This design comes from an exercise in tuning for small area, a short achievable clock period and few clock cycles on the open sky130 flow, not from production work.
Only simulation tests tie the RTL to the original design; equivalence was not proved.
Power figures rest on the tool's default switching activity, not on a simulated workload.

===== config.mk =====
export PLATFORM = sky130hd
export DESIGN_NAME = swu_top
export DESIGN_NICKNAME = swu_top
export VERILOG_FILES = /design/flow/design.v
export SDC_FILE = /design/flow/constraint.sdc
export NUM_CORES = 4
export LEC_CHECK = 0
export ABC_CLOCK_PERIOD_IN_PS = 2500
export CAP_MARGIN = 20
export CORE_MARGIN = 2
export CORE_UTILIZATION = 60
export CTS_BUF_LIST = sky130_fd_sc_hd__clkbuf_16
export CTS_CLUSTER_DIAMETER = 60
export CTS_CLUSTER_SIZE = 32
export SETUP_SLACK_MARGIN = 4.3
export SLEW_MARGIN = 20

===== constraint.sdc =====
create_clock -name core_clock -period 6.5 [get_ports {aclk}]
set_input_delay 1.3000 -clock core_clock [delete_from_list [all_inputs] [get_ports {aclk}]]
set_output_delay 1.3000 -clock core_clock [all_outputs]
set_load 0.01 [all_outputs]

===== design.v =====
package swu_pkg;
   localparam int SIMD         = 2;
   localparam int IP_PRECISION = 8;
   localparam int DEF_IFM_WIDTH     = 12;
   localparam int DEF_IFM_HEIGHT    = 12;
   localparam int DEF_IFM_CHANNELS  = 8;
   localparam int DEF_KERNEL_HEIGHT = 3;
   localparam int DEF_KERNEL_WIDTH  = 3;
   localparam int DEF_STRIDE_HT     = 2;
   localparam int DEF_STRIDE_WT     = 2;
   localparam int IDX_W   = 16;
   localparam int COORD_W = 8;
   typedef logic [SIMD*IP_PRECISION-1:0] simd_word_t;
   typedef logic [IDX_W-1:0] idx_t;
   typedef struct packed {
      logic [COORD_W-1:0] out_row;
      logic [COORD_W-1:0] out_col;
      logic [COORD_W-1:0] k_row;
      logic [COORD_W-1:0] k_col;
      logic [COORD_W-1:0] fold;
   } window_pos_t;
endpackage
`timescale 1ns/1ps
module swu_line_buffer #(
   parameter int DEPTH = 48
) (
   input  logic                aclk,
   input  logic                shift_i,
   input  swu_pkg::simd_word_t din_i,
   output logic [DEPTH*16-1:0]  q_o
);
   swu_pkg::simd_word_t sr [DEPTH];
   always_ff @(posedge aclk) begin
      if (shift_i) begin
         for (int i = 0; i < DEPTH - 1; i++) begin
            sr[i] <= sr[i+1];
         end
         sr[DEPTH-1] <= din_i;
      end
   end
   for (genvar g = 0; g < DEPTH; g++) begin : g_q
      assign q_o[g*16 +: 16] = sr[g];
   end
endmodule
module swu_ring_buffer #(
   parameter int DEPTH = 56
) (
   input  logic                aclk,
   input  logic                load_i,    
   input  logic                load_h_i,  
   input  swu_pkg::simd_word_t din_i,
   output logic [DEPTH*16-1:0] q_o
);
   localparam int HALF = DEPTH / 2;
   swu_pkg::simd_word_t r [DEPTH];
   always_ff @(posedge aclk) begin
      for (int i = 0; i < DEPTH; i++) begin
         if (i == DEPTH - 1) begin
            r[i] <= load_i ? din_i : r[0];
         end else if (i == HALF - 1) begin
            r[i] <= load_h_i ? din_i : r[i+1];
         end else begin
            r[i] <= r[i+1];
         end
      end
   end
   for (genvar g = 0; g < DEPTH; g++) begin : g_q
      assign q_o[g*16 +: 16] = r[g];
   end
endmodule
`timescale 1ns/1ps
module swu_write_ctrl (
   input  logic       aclk,
   input  logic       aresetn,
   input  logic       adv_i,
   output logic [6:0] cls_o,      
   output logic [6:0] cls_inc_o   
);
   function automatic logic [6:0] classify(input logic [3:0] r, input logic [3:0] p, input logic [1:0] f);
      logic d;
      d = p == 4'd11;
      classify = {r == 4'd11, !d && r == 4'd0, !d && r[0], !d && !r[0] && r != 4'd0,
                  p == 4'd10 && f == 2'd3, r == 4'd11 && p == 4'd11 && f == 2'd3,
                  p == 4'd0 && f == 2'd0};
   endfunction
   logic [3:0] row_q, px_q, row_i, px_i;
   logic [1:0] fold_q, fold_i;
   logic [6:0] cls_q, cls_n_q;
   always_comb begin
      row_i  = row_q;
      px_i   = px_q;
      fold_i = fold_q + 2'd1;
      if (fold_q == 2'd3) begin
         if (px_q == 4'd11) begin
            px_i  = 4'd0;
            row_i = (row_q == 4'd11) ? 4'd0 : row_q + 4'd1;
         end else begin
            px_i = px_q + 4'd1;
         end
      end
   end
   always_ff @(posedge aclk) begin
      if (!aresetn) begin
         row_q   <= '0;
         px_q    <= '0;
         fold_q  <= 2'd1;
         cls_q   <= classify(4'd0, 4'd0, 2'd0);
         cls_n_q <= classify(4'd0, 4'd0, 2'd1);
      end else if (adv_i) begin
         row_q   <= row_i;
         px_q    <= px_i;
         fold_q  <= fold_i;
         cls_q   <= cls_n_q;
         cls_n_q <= classify(row_i, px_i, fold_i);
      end
   end
   assign cls_o     = cls_q;
   assign cls_inc_o = cls_n_q;
endmodule
`timescale 1ns/1ps
module swu_window_addr_gen (
   input  logic        aclk,
   input  logic        aresetn,
   input  logic        step_i,
   output logic [16:0] pos_o,      
   output logic [16:0] pos_inc_o,  
   output logic [3:0]  sel_o       
);
   function automatic logic [16:0] decode(input logic [2:0] oy, input logic [2:0] ox,
                                          input logic [1:0] kh, input logic [1:0] kw,
                                          input logic [1:0] c);
      logic       lk;
      logic [4:0] req;
      logic [5:0] w;
      logic [6:0] wb;
      logic [6:0] wm;
      lk  = kh == 2'd0 && (ox == 3'd0 || kw != 2'd0);
      req = lk ? 5'd0 : (kh == 2'd0) ? 5'd24 + {3'd0, c} : 5'd12 + {1'b0, kw, c};
      w   = {ox, 3'b000} + {2'b00, kw, c};
      wb  = {1'b0, w} + 7'd20;
      wm  = (wb >= 7'd56) ? wb - 7'd56 : (wb >= 7'd28) ? wb - 7'd28 : wb;
      decode = {req, kh != 2'd1, lk, kh == 2'd1,
                oy == 3'd4 && ox == 3'd4 && kh == 2'd2 && kw == 2'd2 && c == 2'd3,
                ox == 3'd4 && kh == 2'd1 && kw == 2'd2 && c == 2'd3,
                wm[4:0],
                (wb >= 7'd28) && (wb < 7'd56),
                ox == 3'd4 && kh == 2'd1 && kw != 2'd0};
   endfunction
   function automatic logic [3:0] rsel(input logic [16:0] d, input logic [2:0] ox,
                                       input logic [1:0] kh, input logic [1:0] kw);
      rsel = {kh == 2'd2, kh == 2'd1, kh == 2'd0 && ox != 3'd0 && kw == 2'd0, d[1]};
   endfunction
   logic [2:0]  oy_q, ox_q, oy_i, ox_i;
   logic [1:0]  kh_q, kw_q, c_q, kh_i, kw_i, c_i;
   logic [16:0] pos_q, pos_n_q;
   logic [3:0]  sel_q, sel_n_q;
   always_comb begin
      oy_i = oy_q;
      ox_i = ox_q;
      kh_i = kh_q;
      kw_i = kw_q;
      c_i  = c_q + 2'd1;
      if (c_q == 2'd3) begin
         kw_i = (kw_q == 2'd2) ? 2'd0 : kw_q + 2'd1;
         if (kw_q == 2'd2) begin
            kh_i = (kh_q == 2'd2) ? 2'd0 : kh_q + 2'd1;
            if (kh_q == 2'd2) begin
               ox_i = (ox_q == 3'd4) ? 3'd0 : ox_q + 3'd1;
               if (ox_q == 3'd4) begin
                  oy_i = (oy_q == 3'd4) ? 3'd0 : oy_q + 3'd1;
               end
            end
         end
      end
   end
   always_ff @(posedge aclk) begin
      if (!aresetn) begin
         oy_q    <= '0;
         ox_q    <= '0;
         kh_q    <= '0;
         kw_q    <= '0;
         c_q     <= 2'd2;
         pos_q   <= decode(3'd0, 3'd0, 2'd0, 2'd0, 2'd0);
         sel_q   <= rsel(decode(3'd0, 3'd0, 2'd0, 2'd0, 2'd0), 3'd0, 2'd0, 2'd0);
         pos_n_q <= decode(3'd0, 3'd0, 2'd0, 2'd0, 2'd1);
         sel_n_q <= rsel(decode(3'd0, 3'd0, 2'd0, 2'd0, 2'd1), 3'd0, 2'd0, 2'd0);
      end else if (step_i) begin
         oy_q    <= oy_i;
         ox_q    <= ox_i;
         kh_q    <= kh_i;
         kw_q    <= kw_i;
         c_q     <= c_i;
         pos_q   <= pos_n_q;
         sel_q   <= sel_n_q;
         pos_n_q <= decode(oy_q, ox_q, kh_q, kw_q, c_q);
         sel_n_q <= rsel(decode(oy_q, ox_q, kh_q, kw_q, c_q), ox_q, kh_q, kw_q);
      end
   end
   assign pos_o     = pos_q;
   assign pos_inc_o = pos_n_q;
   assign sel_o     = sel_q;
endmodule
`timescale 1ns/1ps
module swu_output_stage (
   input  logic                aclk,
   input  logic                aresetn,
   input  logic                push_i,
   input  logic                last_i,    
   input  logic                done_i,    
   input  swu_pkg::simd_word_t data_i,
   input  logic                m_ready_i,
   output logic                m_valid_o,
   output swu_pkg::simd_word_t m_data_o,
   output logic                skid_full_o,
   output logic                release_o,  
   output logic                out_free_o  
);
   logic                out_valid;
   logic                out_wait;
   logic                skid_valid;
   logic                skid_wait;
   swu_pkg::simd_word_t out_data;
   swu_pkg::simd_word_t skid_data;
   logic                out_free;
   logic                in_wait;
   assign out_free  = out_valid ? m_ready_i : !out_wait;
   assign in_wait   = last_i && !done_i;
   assign release_o = out_wait && done_i;
   always_ff @(posedge aclk) begin
      if (!aresetn) begin
         out_valid  <= 1'b0;
         out_wait   <= 1'b0;
         skid_valid <= 1'b0;
         skid_wait  <= 1'b0;
      end else begin
         skid_valid <= !out_free && (skid_valid || push_i);
         if (!out_free && !skid_valid) begin
            skid_wait <= in_wait;
         end
         if (out_free) begin
            if (skid_valid) begin
               out_valid <= !skid_wait;
               out_wait  <= skid_wait;
            end else begin
               out_valid <= push_i && !in_wait;
               out_wait  <= push_i && in_wait;
            end
         end else if (release_o) begin
            out_valid <= 1'b1;
            out_wait  <= 1'b0;
         end
      end
   end
   always_ff @(posedge aclk) begin
      if (!aresetn) begin
         out_data <= '0;
      end else if (out_free) begin
         out_data <= skid_valid ? skid_data : data_i;
      end
   end
   always_ff @(posedge aclk) begin
      if (!out_free && !skid_valid) begin
         skid_data <= data_i;
      end
   end
   assign m_valid_o   = out_valid;
   assign m_data_o    = out_data;
   assign skid_full_o = skid_valid;
   assign out_free_o  = out_free;
endmodule
`timescale 1ns/1ps
module swu_top #(
   parameter int IFM_WIDTH     = swu_pkg::DEF_IFM_WIDTH,
   parameter int IFM_HEIGHT    = swu_pkg::DEF_IFM_HEIGHT,
   parameter int IFM_CHANNELS  = swu_pkg::DEF_IFM_CHANNELS,
   parameter int KERNEL_HEIGHT = swu_pkg::DEF_KERNEL_HEIGHT,
   parameter int KERNEL_WIDTH  = swu_pkg::DEF_KERNEL_WIDTH,
   parameter int STRIDE_HT     = swu_pkg::DEF_STRIDE_HT,
   parameter int STRIDE_WT     = swu_pkg::DEF_STRIDE_WT
) (
   input  logic                aclk,
   input  logic                aresetn,
   input  swu_pkg::simd_word_t s_axis_tdata_i,
   input  logic                s_axis_tvalid_i,
   output logic                s_axis_tready_o,
   output swu_pkg::simd_word_t m_axis_tdata_o,
   output logic                m_axis_tvalid_o,
   input  logic                m_axis_tready_i
);
   localparam int RDEPTH = 56;    
   typedef struct packed {
      logic tready;
      logic free;
      logic need;
      logic e_take;
      logic b_take;
   } dec_t;
   typedef struct packed {
      logic e_ok;      
      logic b_ok;      
      logic in_done;   
   } flags_t;
   function automatic dec_t decide(input logic [6:0] cls, input logic [16:0] pos,
                                   input logic [4:0] phe, input logic [4:0] phb,
                                   input flags_t fl, input logic fok);
      logic row0, odd, even, first, drop, started, lock, bread, lockable;
      logic ale, pale, alb, b0;
      dec_t d;
      row0     = cls[5];
      odd      = cls[4];
      even     = cls[3];
      first    = cls[0];
      drop     = !(row0 || odd || even);
      started  = odd && !first;
      lock     = pos[10];
      bread    = pos[9];
      lockable = pos[0];
      ale      = !pos[11] || (phe == pos[16:12]);
      pale     = phe == 5'd0;
      alb      = phb == pos[6:2];
      b0       = phb == 5'd0;
      d.e_take = (row0 && fl.e_ok && pale) || (even && lock && fok && ale);
      d.b_take = odd && b0 && (fl.b_ok || (bread && lockable && fok && (started || alb)));
      d.tready = drop || d.e_take || d.b_take;
      d.need   = fok && ((lock && even && ale) || (bread && started && b0));
      d.free   = fok && !lock && ale && !(bread && (started || !alb));
      decide = d;
   endfunction
   function automatic flags_t next_flags(input flags_t fl, input logic step, input logic acc,
                                         input logic rel, input logic [6:0] cls,
                                         input logic [16:0] pos);
      flags_t n;
      n.e_ok    = (step && pos[8]) || (fl.e_ok && !(acc && cls[5] && cls[2]));
      n.b_ok    = (step && pos[7]) || (fl.b_ok && !(acc && cls[4] && cls[2] && !cls[6]));
      n.in_done = (acc && cls[1]) ? 1'b1 : (rel || (step && pos[8])) ? 1'b0 : fl.in_done;
      next_flags = n;
   endfunction
   dec_t        dec_q, dec_a0, dec_a1, dec_b0, dec_b1;
   flags_t      fl_q, fl_a, fl_b;
   logic [6:0]  cls, cls_inc, cls_b;
   logic [16:0] pos, pos_inc, pos_a, pos_b;
   logic [3:0]  sel;
   logic [4:0]  phe_q, phe_inc, phe_b, phb_q, phb_inc, phb_b;
   logic        hfe_q, hfe_inc, hfe_b, hfb_q, hfb_inc, hfb_b;
   logic        tv;
   logic        acc;
   logic        seq_step;
   logic        e_shift, b_shift;
   logic        step_a, step_b;
   logic        skid_full, out_valid, out_free, skid_a, skid_b;
   logic        released;
   logic [RDEPTH*16-1:0] ev;
   logic [RDEPTH*16-1:0] od;
   swu_pkg::simd_word_t  rd_data;
   swu_pkg::simd_word_t  rd_e0, rd_e2, rd_b;
   assign tv       = s_axis_tvalid_i;
   assign acc      = tv && dec_q.tready;
   assign seq_step = dec_q.free || (tv && dec_q.need);
   assign e_shift  = tv && dec_q.e_take;
   assign b_shift  = tv && dec_q.b_take;
   swu_write_ctrl u_write_ctrl (
      .aclk      (aclk),
      .aresetn   (aresetn),
      .adv_i     (acc),
      .cls_o     (cls),
      .cls_inc_o (cls_inc)
   );
   swu_window_addr_gen u_window_addr_gen (
      .aclk      (aclk),
      .aresetn   (aresetn),
      .step_i    (seq_step),
      .pos_o     (pos),
      .pos_inc_o (pos_inc),
      .sel_o     (sel)
   );
   swu_ring_buffer #(.DEPTH(RDEPTH)) u_even_buf (
      .aclk     (aclk),
      .load_i   (e_shift && !hfe_q),
      .load_h_i (e_shift && hfe_q),
      .din_i    (s_axis_tdata_i),
      .q_o      (ev)
   );
   swu_ring_buffer #(.DEPTH(RDEPTH)) u_odd_buf (
      .aclk     (aclk),
      .load_i   (b_shift && !hfb_q),
      .load_h_i (b_shift && hfb_q),
      .din_i    (s_axis_tdata_i),
      .q_o      (od)
   );
   assign rd_e0   = (sel[1] ^ hfe_q) ? ev[40*16 +: 16] : ev[12*16 +: 16];
   assign rd_e2   = hfe_q ? ev[4*16 +: 16] : ev[32*16 +: 16];
   assign rd_b    = (sel[0] == hfb_q) ? od[48*16 +: 16] : od[20*16 +: 16];
   assign rd_data = sel[3] ? rd_e2 : sel[2] ? rd_b : rd_e0;
   swu_output_stage u_output_stage (
      .aclk        (aclk),
      .aresetn     (aresetn),
      .push_i      (seq_step),
      .last_i      (pos[8]),
      .done_i      (fl_q.in_done),
      .data_i      (rd_data),
      .m_ready_i   (m_axis_tready_i),
      .m_valid_o   (out_valid),
      .m_data_o    (m_axis_tdata_o),
      .skid_full_o (skid_full),
      .release_o   (released),
      .out_free_o  (out_free)
   );
   assign m_axis_tvalid_o = out_valid;
   assign step_a = dec_q.free;
   assign step_b = dec_q.free || dec_q.need;
   assign pos_a  = step_a ? pos_inc : pos;
   assign pos_b  = step_b ? pos_inc : pos;
   assign cls_b  = dec_q.tready ? cls_inc : cls;
   assign fl_a   = next_flags(fl_q, step_a, 1'b0, released, cls, pos);
   assign fl_b   = next_flags(fl_q, step_b, dec_q.tready, released, cls, pos);
   assign phe_inc = (phe_q == 5'd27) ? 5'd0 : phe_q + 5'd1;
   assign hfe_inc = (phe_q == 5'd27) ? !hfe_q : hfe_q;
   assign phe_b   = dec_q.e_take ? phe_q : phe_inc;
   assign hfe_b   = dec_q.e_take ? hfe_q : hfe_inc;
   assign phb_inc = (phb_q == 5'd27) ? 5'd0 : phb_q + 5'd1;
   assign hfb_inc = (phb_q == 5'd27) ? !hfb_q : hfb_q;
   assign phb_b   = dec_q.b_take ? phb_q : phb_inc;
   assign hfb_b   = dec_q.b_take ? hfb_q : hfb_inc;
   assign dec_a0 = decide(cls,   pos_a, phe_inc, phb_inc, fl_a, 1'b0);
   assign dec_a1 = decide(cls,   pos_a, phe_inc, phb_inc, fl_a, 1'b1);
   assign dec_b0 = decide(cls_b, pos_b, phe_b,   phb_b,   fl_b, 1'b0);
   assign dec_b1 = decide(cls_b, pos_b, phe_b,   phb_b,   fl_b, 1'b1);
   assign skid_a = !out_free && (skid_full || step_a);
   assign skid_b = !out_free && (skid_full || step_b);
   always_ff @(posedge aclk) begin
      if (!aresetn) begin
         fl_q  <= 3'b110;
         phe_q <= 5'd0;
         hfe_q <= 1'b0;
         phb_q <= 5'd8;
         hfb_q <= 1'b0;
         dec_q <= decide(7'b0100001, 17'b00000_1_1_0_0_0_10100_0_0, 5'd0, 5'd8, 3'b110, 1'b1);
      end else if (tv) begin
         fl_q  <= fl_b;
         phe_q <= phe_b;
         hfe_q <= hfe_b;
         phb_q <= phb_b;
         hfb_q <= hfb_b;
         dec_q <= skid_b ? dec_b0 : dec_b1;
      end else begin
         fl_q  <= fl_a;
         phe_q <= phe_inc;
         hfe_q <= hfe_inc;
         phb_q <= phb_inc;
         hfb_q <= hfb_inc;
         dec_q <= skid_a ? dec_a0 : dec_a1;
      end
   end
   assign s_axis_tready_o = dec_q.tready;
endmodule

===== run.sh =====
#!/bin/bash
# synth_recipe.tcl (not shown) runs the flow's synth.tcl, then flattens the netlist and writes it again
# the make line also repeats each setting of config.mk as NAME=value (left out here)
make -C /OpenROAD-flow-scripts/flow DESIGN_CONFIG=/design/flow/config.mk WORK_HOME=/design/flow/orfs CLKGATE_MAP_FILE= SYNTH_SCRIPT=/design/flow/synth_recipe.tcl finish

==> results of run 1 <==
registers in the layout, indices dropped and copies added (netlist names), 2 cells and up:
register                   count
u_even_buf.r                 896
u_window_addr_gen.c_q          2
u_output_stage.skid_data      16
u_write_ctrl.cls_n_q           7
u_window_addr_gen.kw_q         2
u_window_addr_gen.pos_n_q     15
u_write_ctrl.row_q             4
u_window_addr_gen.oy_q         3
u_odd_buf.r                  896
phb_q                          5
dec_q                          5
phe_q                          5
fl_q                           3
u_window_addr_gen.kh_q         2
u_write_ctrl.px_q              4
u_output_stage.out_data       16
u_window_addr_gen.pos_q       15
u_window_addr_gen.sel_q        4
u_write_ctrl.fold_q            2
u_window_addr_gen.sel_n_q      4
u_window_addr_gen.ox_q         3
u_write_ctrl.cls_q             7
metrics by stage:
step           setup WS [ns]  cell area, sq um  total power [W]  std cells
5_1_grt                 3.98             50200           0.0198       4001
3_5_place_dp            2.71             46200           0.0129       3806
4_1_cts                 3.97             49800           0.0193       3978
6_report                4.02             50200           0.0191       4001
3_3_place_gp            2.77             46200           0.0129       3806
2_1_floorplan           3.88             44900           0.0127       2863
path summary, 6_finish.rpt:
check / startpoint / end / slack [ns] / cells past startpoint
setup / recovery: u_output_stage.out_data[4] / m_axis_tdata_o[4] / 4.02 / 1
hold reg to reg: u_odd_buf.r[13][15] / u_odd_buf.r[12][15] / 0.31 / 0
setup reg to reg: u_window_addr_gen.kw_q[1] / u_window_addr_gen.pos_n_q[5] / 4.26 / 10
hold / removal: u_odd_buf.r[13][15] / u_odd_buf.r[12][15] / 0.31 / 0
cells in the mapped netlist, types with 3 or more instances:
cell type	instances	area (sq um)
xnor2_2	3	48.8
nor3b_1	5	37.5
xnor2_1	17	149
ha_1	24	300
nand3b_1	7	52.6
edfxtp_1	16	480
and3b_1	4	35.0
a21o_1	4	30.0
xor2_1	7	61.3
o32ai_1	3	26.3
a32oi_1	4	35.0
buf_1	10	37.5
buf_2	9	45.0
o31ai_1	3	22.5
nor2b_1	12	75.1
o21bai_1	4	30.0
o21ai_1	13	65.1
a21oi_1	117	586
dfxtp_1	1906	38200
a31oi_1	4	25.0
nand2b_1	28	175
a22oi_1	7	52.6
nand4b_1	5	43.8
a211oi_1	6	45.0
o21a_1	3	22.5
clkbuf_1	54	203
nand4_1	4	25.0
nand2_1	149	559
inv_1	21	78.8
or3_1	3	18.8
nand3_1	28	140
o21ai_0	50	250
mux2i_1	56	561
o211ai_1	24	180
nor2_1	84	315
nor3_1	12	60.1
and3_1	6	37.5
and2_1	3	18.8
mux2_2	103	1160
cell families after synthesis:
| kind of cell | synth area share |
|---|---|
| flip-flops | 0.865 |
| XOR/XNOR | 0.00580 |
| adder cells (fa/ha/maj) | 0.00672 |
| buffers and inverters | 0.00882 |
| multiplexers | 0.0396 |
| AND/OR/NAND/NOR | 0.0390 |
| AO/OA/AOI/OAI | 0.0353 |
layout make-up:
cell class | instances | area share
clock buffer | 87 | 0.0434
sequential | 1922 | 0.772
multi-input combinational | 845 | 0.122
clock inverter | 50 | 0.0146
timing repair buffer | 106 | 0.0223
tap | 969 | 0.0242
inverter | 22 | 0.00175
routing by layer:
layer	part of all wire	vias up	routed length [um]	global-route usage
met5	0	-	0	0
met4	0.026	0	1700	0.0546
met3	0.028	111	1820	0.0278
met2	0.43	180	27900	0.252
met1	0.52	9023	33500	0.258
li1	-	9508	-	-
cells in the final DEF (no fill, tap or decap), drive strengths merged, types with 21 or more instances in the layout:
cell type  netlist  routed
mux2           104     104
nand2b          28      28
clkbuf          54      88
mux2i           58      58
nand3           28      28
a21oi          117     117
buf             22      86
o211ai          24      24
o21ai           64      64
nor2            85      85
nand2          149     149
clkinv           0      21
ha              24      24
dfxtp         1906    1906
inv             22      47
power by group:
part	internal, W	total [W]	switching, W
clock network	0.00272	0.00641	0.00369
registers	0.0122	0.0123	0.000136
logic	0.000178	0.000398	0.000221
total	0.0151	0.0191	0.00404
timing repair:
| item | CTS | global route |
|---|---|---|
| cloned | 4 | 1 |
| pin swaps | 22 | 26 |
| setup buffers | 31 | 22 |
| hold buffers | 0 | 0 |
| resized for setup | 201 | 50 |
| endpoints found under the setup margin | 220 | 98 |
==> impl_metrics.yaml, run 1 <==
critical_path:
  required_ns: 5.20
  crit_type: "flip-flop to primary output"
  slowest_delay_ns: 0.41
  cp.buffers_inverters: 1
  cp_max_fo: 2
  worstSetupStartpointType: "flip-flop"
  cp.arrival_ns: 1.18
  crit_slowest_cell: "dfxtp_4"
  worstPathCellList: "buf_6"
  cp_top_family: "flip-flops"
  worstSetupEndpointType: "primary output"
yosys:
  synth_edf_count: 16
  syn_nets: 2907
  ys_seq_area_frac: 0.865
  synth.distinct_cells: 74
  async_reset_ff_frac: 0
  syn_inst: 2863
  synth_area_sq_mm: 0.0447
  ys.flop_type: "dfxtp_1"
  ys_seq_elements: 1922
  syn_avg_cell_area_sq_um: 15.6
  yosysWarningCount: 6
cts:
  cts_root_buffer: "clkbuf_16"
  clk_latency_ns: 0.66
  cts_buffers: 85
  clock_sinks: 1922
  htreeDepth: 3
  cts_tree: "done"
  path_clk_slew_ns: 0.11
  cts_buffer_depth: 3
global_routing:
  grt_usage: 0.171
  grt_antenna_before_repair: 3
  grt_overflow: 0
  grt_max_degree: 42
  grt_pass1_wl_mm: 103
  grt_pass1_vias: 18355
sta:
  grt_setup_unrepaired: "yes"
  hold_slack_ns: 0.311
  slew_viol_final: 0
  tns_ns: 0
  worst_pin_slew_ns: 0.847
  fmax_mhz: 404
  finalClockSkew_ns: 0.0354
  period_needed_ns: 2.48
  setup_viol: 0
  period_share: 0.381
  slew_headroom: 0.435
  hold_violations: 0
route:
  wirelength_mm: 64.9
  antenna_left: 0
  routed_via_density: 4.70
  wl_per_cell_um: 16.2
  drt_iter0_drc: 962
  dr.pass1.iters: 5
  via_count: 18822
  drc: 0
pwr:
  powerDensity_mw_per_mm2: 381
  p_leak_nw: 20.1
  peakVddDrop_mv: 0.351
layout:
  area_growth_pct: 12.3
  drive_above_1_share: 0.142
  diodes: 0
  final_nets: 3026
  nFillCells: 5123
  ff_latch_area_sq_mm: 0.0387
  final_util: 0.677
  multi_input_area_sq_mm: 0.00610
placed_design:
  placement.io_buffers: 37
  hpwl_mm: 36.6
  gp_congestion: 0.837
die:
  die_width_um: 277
  initial_core_util: 0.603
  core_region_area_sq_mm: 0.0741
  io_pins: 38
  num_rows: 100
  dieHeight_um: 277
  dieArea_sq_mm: 0.0767
flow_run:
  cap_viol_max_count: 0
run_status:
  status: "no timing/DRC/antenna violations"
hold_path:
  min_path_type: "flip-flop to flip-flop"
Testbench counts, summed over its fixed seeds: cycles 55,664.
==> run 2, diff against run 1 <==
--- a/config.mk
+++ b/config.mk
@@ -10,3 +10,3 @@
 export CORE_MARGIN = 2
-export CORE_UTILIZATION = 60
+export CORE_UTILIZATION = 72
 export CTS_BUF_LIST = sky130_fd_sc_hd__clkbuf_16
==> run 2 against run 1 <==
- global-route usage rose by 7.3 points
- sequential share of layout area up 1.3 points
- power shrank 3.1%
- fmax up 0.95%
- clock-buffer cell count is 10 lower
- area after synthesis unchanged
- register-to-register slack about the same
- non-clock buffer count grew 1
- sequential power is essentially flat
- critical path type unchanged
- critical endpoint is now m_axis_tdata_o[8]
==> impl_metrics.yaml, run 2 <==
pwr:
  combPwrFrac: 0.023
  peakVddDrop_mv: 0.317
  p_leak_nw: 19.8
  pwr-share-clk: 0.311
  p_int_w: 0.0146
  powerDensity_mw_per_mm2: 375
  seqPwrFrac: 0.666
  switching_share: 0.209
  p_switching_w: 0.00387
cts:
  cts_root_buffer: "clkbuf_16"
  cts_hold_buf: 0
  clk_latency_ns: 0.66
  htreeDepth: 3
  cts_buffers: 74
  path_clk_slew_ns: 0.12
  clock_sinks: 1922
  cts_tree: "done"
  cts_buffer_depth: 3
global_routing:
  grt_pass1_wl_mm: 118
  grt_max_degree: 55
  grt_antenna_before_repair: 3
  grt_usage: 0.244
  grt_overflow: 0
  grt_pass1_vias: 20261
placed_design:
  placement.io_buffers: 37
  pre_cts_ws_ns: 2.38
  gp_congestion: 0.863
  hpwl_mm: 38.9
  dp_cells: 3625
  dpl_cell_area_sq_mm: 0.0460
sta:
  slew_headroom: 0.402
  setup_slack_ns: 4.05
  worst_pin_slew_ns: 0.897
  tns_ns: 0
  fmax_mhz: 408
  hold_violations: 0
  finalClockSkew_ns: 0.0277
  slew_viol_final: 0
  setup_viol: 0
  period_needed_ns: 2.45
  grt_setup_unrepaired: "yes"
  period_share: 0.377
yosys:
  ys_seq_area_frac: 0.865
  syn_nets: 2907
  yosysMostFrequentCell: "dfxtp_1"
  synth_edf_count: 16
  synth_largest_area_cell: "dfxtp_1"
  synthTopCellsByCount: "1906 x dfxtp_1, 149 x nand2_1, 117 x a21oi_1"
  async_reset_ff_frac: 0
  ys_top_cells_by_area: "dfxtp_1 85%, mux2_2 2.6%, a21oi_1 1.3%"
  synth_area_sq_mm: 0.0447
  synth.distinct_cells: 74
  ys_seq_elements: 1922
  syn_avg_cell_area_sq_um: 15.6
  synth_top_area_frac: 0.854
  ys.flop_type: "dfxtp_1"
  yosysWarningCount: 6
  syn_inst: 2863
critical_path:
  required_ns: 5.20
  crit_type: "flip-flop to primary output"
  cp.arrival_ns: 1.15
  slowest_delay_ns: 0.38
  worstPathCellList: "buf_6"
  cp.buffers_inverters: 1
  cp_top_family: "flip-flops"
  worstSetupEndpointType: "primary output"
  cp_max_fo: 2
  worstSetupStartpointType: "flip-flop"
  crit_slowest_cell: "dfxtp_4"
  r2r_slack_ns: 4.27
route:
  dr.pass1.iters: 5
  drc: 0
  via_count: 19303
  wl_per_cell_um: 20.3
  antenna_left: 0
  drt_iter0_drc: 1092
  wirelength_mm: 76.7
  routed_via_density: 5.10
die:
  core_region_area_sq_mm: 0.0615
  dieArea_sq_mm: 0.0641
  io_pins: 38
  dieHeight_um: 253
  initial_core_util: 0.727
  num_rows: 91
  die_width_um: 253
layout:
  final_nets: 3016
  top_regs: "u_even_buf.r (896), u_odd_buf.r (896)"
  drive_above_1_share: 0.135
  final_cell_area_sq_mm: 0.0493
  final_cell_mix: "1868 x dfxtp_1, 144 x nand2_1, 110 x a21oi_1"
  instances_no_fill: 3786
  diodes: 0
  layout_commonest_cell: "dfxtp_1"
  area_growth_pct: 10.4
  final_util: 0.802
flow_run:
  cap_viol_max_count: 0
run_status:
  status: "no timing/DRC/antenna violations"
hold_path:
  min_path_type: "flip-flop to flip-flop"
-- run 2: what timing repair did --
action                     4_1_cts  5_1_grt
gates cloned                     5        1
pin swaps                       32       29
resized for setup              211       50
setup buffers                   38       17
setup endpoints to repair      222       73
-- run 2: final cells by class --
class                      instances  area (sq um)
clock inverter                    23           305
multi-input combinational        845          6160
clock buffer                      77          1930
timing repair buffer             107          1140
fill                            3025         12100
inverter                          22          95.1
sequential                      1922         38700
tap                              790           988
-- run 2: path summary, 6_finish.rpt --
| check | to | start | cells past startpoint |
|---|---|---|---|
| worst min register to register | u_even_buf.r[34][8] | u_even_buf.r[35][8] | 0 |
| worst max register to register | dec_q[2] | dec_q[3] | 8 |
| worst min-delay path | u_even_buf.r[34][8] | u_even_buf.r[35][8] | 0 |
| worst max-delay path | m_axis_tdata_o[8] | u_output_stage.out_data[8] | 1 |
-- run 2: power groups by stage --
stage / combinational, W / sequential (W) / clock [W]
after global placement: 0.000327 / 0.0126 / 0
final: 0.000432 / 0.0123 / 0.00575
after detailed placement: 0.000336 / 0.0126 / 0
after global routing: 0.000462 / 0.0124 / 0.00619
after CTS: 0.000417 / 0.0123 / 0.00583
after floorplan: 0.000241 / 0.0125 / 0
-- run 2: metal layers --
metal  routed length, um  track usage
met5                   0            0
met1               35400        0.338
met2               37700        0.412
met3                2230       0.0334
met4                1390       0.0577
-- run 2: cells by family (layout without fill, tap and decap cells) --
kind of cell    after synthesis  after routing  synth area share
buf+inv                      98            229           0.00882
mux                         162            162            0.0396
flops                      1922           1922             0.865
fa+ha+maj                    24             24           0.00672
compound gates              262            264            0.0353
simple gates                368            368            0.0390
xor+xnor                     27             27           0.00580
-- run 2: stage by stage --
step	power [W]	hold slack, ns
after floorplan	0.0127	0.310
after global placement	0.0129	0.310
after detailed placement	0.0129	0.312
after CTS	0.0186	0.318
after global routing	0.0190	0.326
final	0.0185	0.326

-- port drivers added, routing unchanged --
No port has a modelled driver above. Below, the same layouts with a new extraction and two added sets of constraints. Step 1 (the two cells are an assumption about what drives the block):
set clk [get_ports {aclk}]
set_driving_cell -lib_cell sky130_fd_sc_hd__clkbuf_16 $clk
set_driving_cell -lib_cell sky130_fd_sc_hd__buf_2 [delete_from_list [all_inputs] $clk]
Step 2 times the ports against the registers' clock, not the clock port: input delays grow and output delays shrink by t, the midpoint of the rising clock arrivals with the driver on. Slacks: no drivers / after step 1 / after step 2; pairs: no drivers / after step 1.
run | shift t [ns] | setup slack, ns | worst hold slack (ns) | worst slew at a driven data input, ns
run 1 | 0.711 | 4.023 / 3.958 / 3.582 | 0.311 / 0.311 / 0.311 | 0.04
run 2 | 0.709 | 4.046 / 3.984 / 3.507 | 0.326 / 0.326 / 0.326 | 0.05
After both steps setup and hold are still met in every run listed. For run 2, which loses most, drivers alone change the setup slack by -0.062 ns; drivers and shift together by -0.539 ns.
